From an optimization exercise on the open Yosys and OpenROAD flow, aimed at small area, a short achievable clock period and few clock cycles per item; shortcuts taken in it are not production practice.
Where RTL was checked, it was by simulation tests only, not by an equivalence proof against the original.
No activity file was given, so power comes from the tool's default toggle rates.

Setup of branch harbor:
==> flow/design.v <==
package arpc_pkg;
	localparam logic OPC_FRAME  = 1'b0;
	localparam logic OPC_LOOKUP = 1'b1;
	localparam logic [15:0] MIN_FRAME_LEN  = 16'(14 + 28);
	localparam logic [15:0] ETYPE_ARP      = 16'h0806;
	localparam logic [15:0] PTYPE_IPV4     = 16'h0800;
	localparam logic [7:0]  HW_ADDR_LEN    = 8'd6;
	localparam logic [7:0]  PROTO_ADDR_LEN = 8'd4;
	localparam logic [15:0] OPER_REQUEST   = 16'd1;
endpackage
module arpc_cell (
	input  logic        clk,
	input  logic        arst_n,
	input  logic [31:0] key,
	output logic        match,
	output logic        valid,
	output logic [47:0] mac,
	input  logic        wr_en,
	input  logic [31:0] wr_ip,
	input  logic [47:0] wr_mac
);
	logic [31:0] ip_q;
	logic [47:0] mac_q;
	logic        valid_q;
	assign match = valid_q && (ip_q == key);
	assign valid = valid_q;
	assign mac   = mac_q;
	always_ff @(posedge clk or negedge arst_n) begin
		if (!arst_n) begin
			valid_q <= 1'b0;
		end else if (wr_en) begin
			valid_q <= 1'b1;
		end
	end
	always_ff @(posedge clk) begin
		if (wr_en) begin
			ip_q  <= wr_ip;
			mac_q <= wr_mac;
		end
	end
endmodule
module arp_receive_and_cache #(
	parameter int ENTRIES = 32
) (
	input  logic                 clk,
	input  logic                 arst_n,
	input  logic                 cfg_we,
	input  logic [31:0]          cfg_wdata,
	input  logic                 item_valid,
	output logic                 item_ready,
	input  logic                 item_opcode,
	input  logic [15:0]          item_frame_length,
	input  logic [15:0]          item_ethertype,
	input  logic [15:0]          item_proto_type,
	input  logic [7:0]           item_hw_len,
	input  logic [7:0]           item_proto_len,
	input  logic [15:0]          item_arp_oper,
	input  logic [47:0]          item_sender_mac,
	input  logic [31:0]          item_sender_ip,
	input  logic [31:0]          item_tgt_ip,
	input  logic [31:0]          item_query_ip,
	output logic                 result_valid,
	input  logic                 result_ready,
	output logic                 result_consumed,
	output logic                 result_learned,
	output logic                 result_reply_needed,
	output logic [47:0]          result_reply_mac,
	output logic [31:0]          result_reply_ip,
	output logic                 result_hit,
	output logic [47:0]          result_found_mac
);
	logic [31:0] our_ip_q;
	logic        accept;
	logic        r0_v;
	logic        r0_lookup;
	logic        r0_consumed;
	logic        r0_learn;
	logic        r0_reply;
	logic [31:0] r0_key;
	logic [47:0] r0_mac;
	logic [31:0] in_key;
	logic [ENTRIES-1:0] r0_mx;      
	logic [ENTRIES-1:0] r0_wsel;    
	logic               r0_eqw;     
	logic               r0_hitw;    
	logic [47:0]        r0_pmac;    
	logic        in_lookup;
	logic        in_consumed;
	logic        in_learn;
	logic        in_reply;
	assign item_ready = !r0_v || proc;
	assign accept     = item_valid && item_ready;
	assign in_lookup   = (item_opcode == arpc_pkg::OPC_LOOKUP);
	assign in_key      = in_lookup ? item_query_ip : item_sender_ip;
	assign in_consumed = !in_lookup && (item_frame_length >= arpc_pkg::MIN_FRAME_LEN)
		&& (item_ethertype == arpc_pkg::ETYPE_ARP);
	assign in_learn    = in_consumed && (item_proto_type == arpc_pkg::PTYPE_IPV4)
		&& (item_hw_len == arpc_pkg::HW_ADDR_LEN) && (item_proto_len == arpc_pkg::PROTO_ADDR_LEN);
	assign in_reply    = in_learn && (item_arp_oper == arpc_pkg::OPER_REQUEST)
		&& (item_tgt_ip == our_ip_q);
	logic        h_v;
	logic        h_consumed;
	logic        h_learned;
	logic        h_reply;
	logic [47:0] h_reply_mac;
	logic [31:0] h_reply_ip;
	logic        h_hit;
	logic [47:0] h_found_mac;
	logic        proc;
	assign proc = r0_v && (!h_v || result_ready);
	logic [ENTRIES-1:0]       cmp;
	logic [ENTRIES-1:0]       match;
	logic [ENTRIES-1:0]       valid;
	logic [ENTRIES-1:0]       free;
	logic [ENTRIES-1:0]       wr_en;
	logic [ENTRIES-1:0][47:0] ent_mac;
	logic                     any;
	logic [47:0]              rd_mac;
	for (genvar k = 0; k < ENTRIES; k++) begin : g_ent
		arpc_cell u_cell (
			.clk    (clk),
			.arst_n (arst_n),
			.key    (in_key),
			.match  (cmp[k]),
			.valid  (valid[k]),
			.mac    (ent_mac[k]),
			.wr_en  (wr_en[k]),
			.wr_ip  (r0_key),
			.wr_mac (r0_mac)
		);
	end
	always_comb begin
		free[0] = !valid[0] || valid[ENTRIES-1];
		for (int k = 1; k < ENTRIES; k++) begin
			free[k] = valid[k-1] && !valid[k];
		end
	end
	always_comb begin
		for (int k = 0; k < ENTRIES; k++) begin
			match[k] = r0_mx[k] || (r0_wsel[k] && r0_eqw);
		end
	end
	assign any = (|r0_mx) || r0_hitw;
	always_comb begin
		for (int k = 0; k < ENTRIES; k++) begin
			wr_en[k] = proc && r0_learn && (match[k] || (!any && free[k]));
		end
	end
	always_comb begin
		rd_mac = '0;
		for (int k = 0; k < ENTRIES; k++) begin
			rd_mac = rd_mac | (ent_mac[k] & {48{r0_mx[k]}});
		end
		if (r0_hitw) begin
			rd_mac = r0_pmac;
		end
	end
	logic n_hit;
	assign n_hit = r0_lookup && any;
	always_ff @(posedge clk or negedge arst_n) begin
		if (!arst_n) begin
			our_ip_q <= '0;
			r0_v     <= 1'b0;
			h_v      <= 1'b0;
		end else begin
			if (cfg_we) begin
				our_ip_q <= cfg_wdata;
			end
			r0_v <= accept || (r0_v && !proc);
			if (proc) begin
				h_v <= 1'b1;
			end else if (result_ready) begin
				h_v <= 1'b0;
			end
		end
	end
	always_ff @(posedge clk) begin
		if (item_ready) begin
			r0_lookup   <= in_lookup;
			r0_consumed <= in_consumed;
			r0_learn    <= in_learn;
			r0_reply    <= in_reply;
			r0_key      <= in_key;
			r0_mac      <= item_sender_mac;
			r0_mx       <= cmp & ~wr_en;
			r0_wsel     <= wr_en;
			r0_eqw      <= (in_key == r0_key);
			r0_hitw     <= (in_key == r0_key) && proc && r0_learn;
			r0_pmac     <= r0_mac;
		end
		if (proc) begin
			h_consumed  <= r0_consumed;
			h_learned   <= r0_learn;
			h_reply     <= r0_reply;
			h_reply_mac <= r0_reply ? r0_mac : 48'd0;
			h_reply_ip  <= r0_reply ? r0_key : 32'd0;
			h_hit       <= n_hit;
			h_found_mac <= r0_lookup ? rd_mac : 48'd0;
		end
	end
	assign result_valid        = h_v;
	assign result_consumed     = h_consumed;
	assign result_learned      = h_learned;
	assign result_reply_needed = h_reply;
	assign result_reply_mac    = h_reply_mac;
	assign result_reply_ip     = h_reply_ip;
	assign result_hit          = h_hit;
	assign result_found_mac    = h_found_mac;
endmodule
Settings: LEC_CHECK=0, CAP_MARGIN=20, CORE_MARGIN=2, CORE_UTILIZATION=45, PLACE_DENSITY=0.6, SETUP_SLACK_MARGIN=3.0, SLEW_MARGIN=20, TNS_END_PERCENT=5; clock period 6.0 ns.
run.sh (not shown) runs the stock make flow with config.mk's settings and CLKGATE_MAP_FILE= SYNTH_SCRIPT=/design/flow/synth_recipe.tcl, a recipe that flattens the netlist after the stock synthesis.
Relative to branch harbor, the following input files were edited for branch indigo:
--- a/flow/design.v
+++ b/flow/design.v
@@ -77,15 +77,13 @@
 	logic        r0_learn;
 	logic        r0_reply;
 	logic [31:0] r0_key;
 	logic [47:0] r0_mac;
 	logic [31:0] in_key;
-	logic [ENTRIES-1:0] r0_mx;      
+	logic [ENTRIES-1:0] r0_mc;      
 	logic [ENTRIES-1:0] r0_wsel;    
 	logic               r0_eqw;     
-	logic               r0_hitw;    
-	logic [47:0]        r0_pmac;    
 	logic        in_lookup;
 	logic        in_consumed;
 	logic        in_learn;
 	logic        in_reply;
 	assign item_ready = !r0_v || proc;
@@ -135,26 +133,23 @@
 			free[k] = valid[k-1] && !valid[k];
 		end
 	end
 	always_comb begin
 		for (int k = 0; k < ENTRIES; k++) begin
-			match[k] = r0_mx[k] || (r0_wsel[k] && r0_eqw);
-		end
-	end
-	assign any = (|r0_mx) || r0_hitw;
+			match[k] = r0_wsel[k] ? r0_eqw : r0_mc[k];
+		end
+	end
+	assign any = |match;
 	always_comb begin
 		for (int k = 0; k < ENTRIES; k++) begin
 			wr_en[k] = proc && r0_learn && (match[k] || (!any && free[k]));
 		end
 	end
 	always_comb begin
 		rd_mac = '0;
 		for (int k = 0; k < ENTRIES; k++) begin
-			rd_mac = rd_mac | (ent_mac[k] & {48{r0_mx[k]}});
-		end
-		if (r0_hitw) begin
-			rd_mac = r0_pmac;
+			rd_mac = rd_mac | (ent_mac[k] & {48{match[k]}});
 		end
 	end
 	logic n_hit;
 	assign n_hit = r0_lookup && any;
 	always_ff @(posedge clk or negedge arst_n) begin
@@ -180,24 +175,22 @@
 			r0_consumed <= in_consumed;
 			r0_learn    <= in_learn;
 			r0_reply    <= in_reply;
 			r0_key      <= in_key;
 			r0_mac      <= item_sender_mac;
-			r0_mx       <= cmp & ~wr_en;
+			r0_mc       <= cmp;
 			r0_wsel     <= wr_en;
 			r0_eqw      <= (in_key == r0_key);
-			r0_hitw     <= (in_key == r0_key) && proc && r0_learn;
-			r0_pmac     <= r0_mac;
 		end
 		if (proc) begin
 			h_consumed  <= r0_consumed;
 			h_learned   <= r0_learn;
 			h_reply     <= r0_reply;
 			h_reply_mac <= r0_reply ? r0_mac : 48'd0;
 			h_reply_ip  <= r0_reply ? r0_key : 32'd0;
 			h_hit       <= n_hit;
-			h_found_mac <= r0_lookup ? rd_mac : 48'd0;
+			h_found_mac <= n_hit ? rd_mac : 48'd0;
 		end
 	end
 	assign result_valid        = h_v;
 	assign result_consumed     = h_consumed;
 	assign result_learned      = h_learned;
## What came out
The run showing the smaller via count of the first global-routing pass is branch indigo. branch indigo reports a lower number of buffer and inverter instances along the worst setup path than branch harbor does. Changes observed in branch indigo relative to branch harbor: number of vias per cell closely matched the old numbers, top-level I/O count closely matched the old numbers, number of post-CTS setup repair buffers decreased by about 30% relative to the old numbers, combinational group share of total power increased by 0.8 points relative to the old numbers. branch indigo against branch harbor: final period utilization now sits lower, net count after synthesis now smaller, synthesized instance count decreased by 70 relative to the old numbers, final cell area excluding filler cells moved down, die width saw a decrease. Re fraction of standard cell area in multi-input logic: branch indigo and branch harbor aren't equal, and the higher value belongs to branch indigo. The non-clock buffer area fraction after layout in branch indigo sits 1.0 points below the value recorded for branch harbor.
Testbench counts of branch indigo, summed over its fixed seeds: cycles 2,576, items 2,560.
Only the layout flow was run in branch harbor; the RTL was not checked for function there.


before:
arp_receive_and_cache, a different RTL version from the one above (not shown whole).
For scale: roughly 6200 cells after synthesis, ~400 I/O pins, roughly 110000 um^2 of cells after synthesis.
==> module arp_receive_and_cache, before the edit <==
module arp_receive_and_cache #(
	parameter int ENTRIES = 32
) (
	input  logic                 clk,
	input  logic                 arst_n,
	input  logic                 cfg_we,
	input  logic [31:0]          cfg_wdata,
	input  logic                 item_valid,
	output logic                 item_ready,
	input  logic                 item_opcode,
	input  logic [15:0]          item_frame_length,
	input  logic [15:0]          item_ethertype,
	input  logic [15:0]          item_proto_type,
	input  logic [7:0]           item_hw_len,
	input  logic [7:0]           item_proto_len,
	input  logic [15:0]          item_arp_oper,
	input  logic [47:0]          item_sender_mac,
	input  logic [31:0]          item_sender_ip,
	input  logic [31:0]          item_tgt_ip,
	input  logic [31:0]          item_query_ip,
	output logic                 result_valid,
	input  logic                 result_ready,
	output logic                 result_consumed,
	output logic                 result_learned,
	output logic                 result_reply_needed,
	output logic [47:0]          result_reply_mac,
	output logic [31:0]          result_reply_ip,
	output logic                 result_hit,
	output logic [47:0]          result_found_mac
);
	logic [31:0] our_ip_q;
	logic        accept;
	logic        ld_r0;
	logic        ri_take;
	logic        room_q;    
	logic        ri_v_d;
	logic        r0_v_d;
	logic        h_v_d;
	logic        ri_v;
	logic        ri_lookup;
	logic        ri_consumed;
	logic        ri_learn;
	logic        ri_reply;
	logic [31:0] ri_key;
	logic [47:0] ri_mac;
	logic        r0_v;
	logic        r0_lookup;
	logic        r0_consumed;
	logic        r0_learn;
	logic        r0_reply;
	logic [31:0] r0_key;
	logic [47:0] r0_mac;
	logic [31:0] in_key;
	logic [ENTRIES-1:0] r0_match;   
	logic [ENTRIES-1:0] r0_rsel;    
	logic               ri_eqw;     
	logic        in_lookup;
	logic        in_consumed;
	logic        in_learn;
	logic        in_reply;
	assign ld_r0      = !r0_v || proc;
	assign ri_take    = !ri_v || ld_r0;
	assign accept     = item_valid && ri_take;
	assign item_ready = room_q || result_ready;
	assign in_lookup   = (item_opcode == arpc_pkg::OPC_LOOKUP);
	assign in_key      = in_lookup ? item_query_ip : item_sender_ip;
	assign in_consumed = !in_lookup && (item_frame_length >= arpc_pkg::MIN_FRAME_LEN)
		&& (item_ethertype == arpc_pkg::ETYPE_ARP);
	assign in_learn    = in_consumed && (item_proto_type == arpc_pkg::PTYPE_IPV4)
		&& (item_hw_len == arpc_pkg::HW_ADDR_LEN) && (item_proto_len == arpc_pkg::PROTO_ADDR_LEN);
	assign in_reply    = in_learn && (item_arp_oper == arpc_pkg::OPER_REQUEST)
		&& (item_tgt_ip == our_ip_q);
	logic        h_v;
	logic        h_consumed;
	logic        h_learned;
	logic        h_reply;
	logic [47:0] h_reply_mac;
	logic [31:0] h_reply_ip;
	logic        h_hit;
	logic [47:0] h_found_mac;
	logic        proc;
	assign proc = r0_v && (!h_v || result_ready);
	logic [ENTRIES-1:0]       cmp;
	logic [ENTRIES-1:0]       valid;
	logic [ENTRIES-1:0]       free;
	logic [ENTRIES-1:0]       wr_en;
	logic [ENTRIES-1:0][47:0] ent_mac;
	logic                     any;
	logic [47:0]              rd_mac;
	for (genvar k = 0; k < ENTRIES; k++) begin : g_ent
		arpc_cell u_cell (
			.clk    (clk),
			.arst_n (arst_n),
			.key    (ri_key),
			.match  (cmp[k]),
			.valid  (valid[k]),
			.mac    (ent_mac[k]),
			.wr_en  (wr_en[k]),
			.wr_ip  (r0_key),
			.wr_mac (r0_mac)
		);
	end
	always_comb begin
		free[0] = !valid[0] || valid[ENTRIES-1];
		for (int k = 1; k < ENTRIES; k++) begin
			free[k] = valid[k-1] && !valid[k];
		end
	end
	assign any = |r0_match;
	always_comb begin
		for (int k = 0; k < ENTRIES; k++) begin
			wr_en[k] = proc && r0_learn && (r0_match[k] || (!any && free[k]));
		end
	end
	always_comb begin
		rd_mac = '0;
		for (int k = 0; k < ENTRIES; k++) begin
			rd_mac = rd_mac | (ent_mac[k] & {48{r0_rsel[k]}});
		end
	end
	assign ri_eqw = (ri_key == r0_key);
	logic n_hit;
	assign n_hit = r0_lookup && any;
	assign ri_v_d = accept || (ri_v && !ld_r0);
	assign r0_v_d = (ri_v && ld_r0) || (r0_v && !proc);
	assign h_v_d  = proc || (h_v && !result_ready);
	always_ff @(posedge clk or negedge arst_n) begin
		if (!arst_n) begin
			our_ip_q <= '0;
			ri_v     <= 1'b0;
			room_q   <= 1'b1;
			r0_v     <= 1'b0;
			h_v      <= 1'b0;
		end else begin
			if (cfg_we) begin
				our_ip_q <= cfg_wdata;
			end
			ri_v   <= ri_v_d;
			r0_v   <= r0_v_d;
			h_v    <= h_v_d;
			room_q <= !(ri_v_d && r0_v_d && h_v_d);
		end
	end
	always_ff @(posedge clk) begin
		if (ri_take) begin
			ri_lookup   <= in_lookup;
			ri_consumed <= in_consumed;
			ri_learn    <= in_learn;
			ri_reply    <= in_reply;
			ri_key      <= in_key;
			ri_mac      <= item_sender_mac;
		end
		if (ld_r0) begin
			r0_lookup   <= ri_lookup;
			r0_consumed <= ri_consumed;
			r0_learn    <= ri_learn;
			r0_reply    <= ri_reply;
			r0_key      <= ri_key;
			r0_mac      <= ri_mac;
			for (int k = 0; k < ENTRIES; k++) begin
				r0_match[k] <= wr_en[k] ? ri_eqw : cmp[k];
				r0_rsel[k]  <= (wr_en[k] ? ri_eqw : cmp[k]) && ri_lookup;
			end
		end
		if (proc) begin
			h_consumed  <= r0_consumed;
			h_learned   <= r0_learn;
			h_reply     <= r0_reply;
			h_reply_mac <= r0_reply ? r0_mac : 48'd0;
			h_reply_ip  <= r0_reply ? r0_key : 32'd0;
			h_hit       <= n_hit;
			h_found_mac <= rd_mac;
		end
	end
	assign result_valid        = h_v;
	assign result_consumed     = h_consumed;
	assign result_learned      = h_learned;
	assign result_reply_needed = h_reply;
	assign result_reply_mac    = h_reply_mac;
	assign result_reply_ip     = h_reply_ip;
	assign result_hit          = h_hit;
	assign result_found_mac    = h_found_mac;
endmodule
clock: 6.0 ns
lec_check: 0
cap_margin: 20
core_margin: 2
core_utilization: 50
cts_cluster_diameter: 100
cts_cluster_size: 24
place_density: 0.65
setup_slack_margin: 3.3
slew_margin: 20
tns_end_percent: 5
Per the final summary, before finished and its layout is clean on timing, DRC and antenna.
Testbench counts of before, summed over its fixed seeds: cycles 2,584, items 2,560.
Relative to before, the following input files were edited for after:
--- a/flow/design.v
+++ b/flow/design.v
@@ -69,17 +69,12 @@
 	output logic                 result_hit,
 	output logic [47:0]          result_found_mac
 );
 	logic [31:0] our_ip_q;
 	logic        accept;
 	logic        ld_r0;
-	logic        ri_take;
-	logic        room_q;    
-	logic        ri_v_d;
-	logic        r0_v_d;
-	logic        h_v_d;
 	logic        ri_v;
 	logic        ri_lookup;
 	logic        ri_consumed;
 	logic        ri_learn;
 	logic        ri_reply;
 	logic [31:0] ri_key;
@@ -90,22 +85,20 @@
 	logic        r0_learn;
 	logic        r0_reply;
 	logic [31:0] r0_key;
 	logic [47:0] r0_mac;
 	logic [31:0] in_key;
 	logic [ENTRIES-1:0] r0_match;   
-	logic [ENTRIES-1:0] r0_rsel;    
 	logic               ri_eqw;     
 	logic        in_lookup;
 	logic        in_consumed;
 	logic        in_learn;
 	logic        in_reply;
 	assign ld_r0      = !r0_v || proc;
-	assign ri_take    = !ri_v || ld_r0;
-	assign accept     = item_valid && ri_take;
-	assign item_ready = room_q || result_ready;
+	assign item_ready = !ri_v || ld_r0;
+	assign accept     = item_valid && item_ready;
 	assign in_lookup   = (item_opcode == arpc_pkg::OPC_LOOKUP);
 	assign in_key      = in_lookup ? item_query_ip : item_sender_ip;
 	assign in_consumed = !in_lookup && (item_frame_length >= arpc_pkg::MIN_FRAME_LEN)
 		&& (item_ethertype == arpc_pkg::ETYPE_ARP);
 	assign in_learn    = in_consumed && (item_proto_type == arpc_pkg::PTYPE_IPV4)
 		&& (item_hw_len == arpc_pkg::HW_ADDR_LEN) && (item_proto_len == arpc_pkg::PROTO_ADDR_LEN);
@@ -153,40 +146,39 @@
 			wr_en[k] = proc && r0_learn && (r0_match[k] || (!any && free[k]));
 		end
 	end
 	always_comb begin
 		rd_mac = '0;
 		for (int k = 0; k < ENTRIES; k++) begin
-			rd_mac = rd_mac | (ent_mac[k] & {48{r0_rsel[k]}});
+			rd_mac = rd_mac | (ent_mac[k] & {48{r0_match[k]}});
 		end
 	end
 	assign ri_eqw = (ri_key == r0_key);
 	logic n_hit;
 	assign n_hit = r0_lookup && any;
-	assign ri_v_d = accept || (ri_v && !ld_r0);
-	assign r0_v_d = (ri_v && ld_r0) || (r0_v && !proc);
-	assign h_v_d  = proc || (h_v && !result_ready);
 	always_ff @(posedge clk or negedge arst_n) begin
 		if (!arst_n) begin
 			our_ip_q <= '0;
 			ri_v     <= 1'b0;
-			room_q   <= 1'b1;
 			r0_v     <= 1'b0;
 			h_v      <= 1'b0;
 		end else begin
 			if (cfg_we) begin
 				our_ip_q <= cfg_wdata;
 			end
-			ri_v   <= ri_v_d;
-			r0_v   <= r0_v_d;
-			h_v    <= h_v_d;
-			room_q <= !(ri_v_d && r0_v_d && h_v_d);
+			ri_v <= accept || (ri_v && !ld_r0);
+			r0_v <= (ri_v && ld_r0) || (r0_v && !proc);
+			if (proc) begin
+				h_v <= 1'b1;
+			end else if (result_ready) begin
+				h_v <= 1'b0;
+			end
 		end
 	end
 	always_ff @(posedge clk) begin
-		if (ri_take) begin
+		if (item_ready) begin
 			ri_lookup   <= in_lookup;
 			ri_consumed <= in_consumed;
 			ri_learn    <= in_learn;
 			ri_reply    <= in_reply;
 			ri_key      <= in_key;
 			ri_mac      <= item_sender_mac;
@@ -197,23 +189,22 @@
 			r0_learn    <= ri_learn;
 			r0_reply    <= ri_reply;
 			r0_key      <= ri_key;
 			r0_mac      <= ri_mac;
 			for (int k = 0; k < ENTRIES; k++) begin
 				r0_match[k] <= wr_en[k] ? ri_eqw : cmp[k];
-				r0_rsel[k]  <= (wr_en[k] ? ri_eqw : cmp[k]) && ri_lookup;
 			end
 		end
 		if (proc) begin
 			h_consumed  <= r0_consumed;
 			h_learned   <= r0_learn;
 			h_reply     <= r0_reply;
 			h_reply_mac <= r0_reply ? r0_mac : 48'd0;
 			h_reply_ip  <= r0_reply ? r0_key : 32'd0;
 			h_hit       <= n_hit;
-			h_found_mac <= rd_mac;
+			h_found_mac <= r0_lookup ? rd_mac : 48'd0;
 		end
 	end
 	assign result_valid        = h_v;
 	assign result_consumed     = h_consumed;
 	assign result_learned      = h_learned;
 	assign result_reply_needed = h_reply;
## What came out
Re via count: before and after aren't equal, and the higher value belongs to after.
Per the comparison of after with before, worst path setup slack after routing moved up; worst slack at placement moved down; total met3 wirelength after detailed routing moved up; count of non-CTS inverters in the layout moved up.
after | status: complete | timing, DRC, antenna: pass
Testbench counts of after, summed over its fixed seeds: cycles 2,584, items 2,560.

==> re-timing with driven ports <==
The flow's constraints put no driver on any port. The routed layouts listed below were extracted and timed again, unchanged, in two steps. Step 1 (the two cells are an assumption about what drives the block):
set clk [get_ports {clk}]
set_driving_cell -lib_cell sky130_fd_sc_hd__clkbuf_16 $clk
set_driving_cell -lib_cell sky130_fd_sc_hd__buf_2 [delete_from_list [all_inputs] $clk]
Step 2 moves the port delays by t, midway between the first and last clock arrival at a register: inputs arrive t later, outputs are due t later. That takes back most of the time a late clock gives input paths. a / b / c = ideal / step 1 / step 2; a / b = the first two.
run | shift t [ns] | setup slack, ns | worst slew at a driven data input, ns
branch harbor | 1.036 | 2.737 / 2.737 / 1.933 | 0.06
branch indigo | 1.040 | 2.775 / 2.775 / 1.894 | 0.10
before | 0.951 | 2.788 / 2.788 / 2.317 | 0.06
after | 0.948 | 2.836 / 2.756 / 1.993 | 0.20
After both steps setup and hold are still met in every run listed. For branch indigo, which loses most, drivers alone change the setup slack by 0.000 ns; drivers and shift together by -0.881 ns.
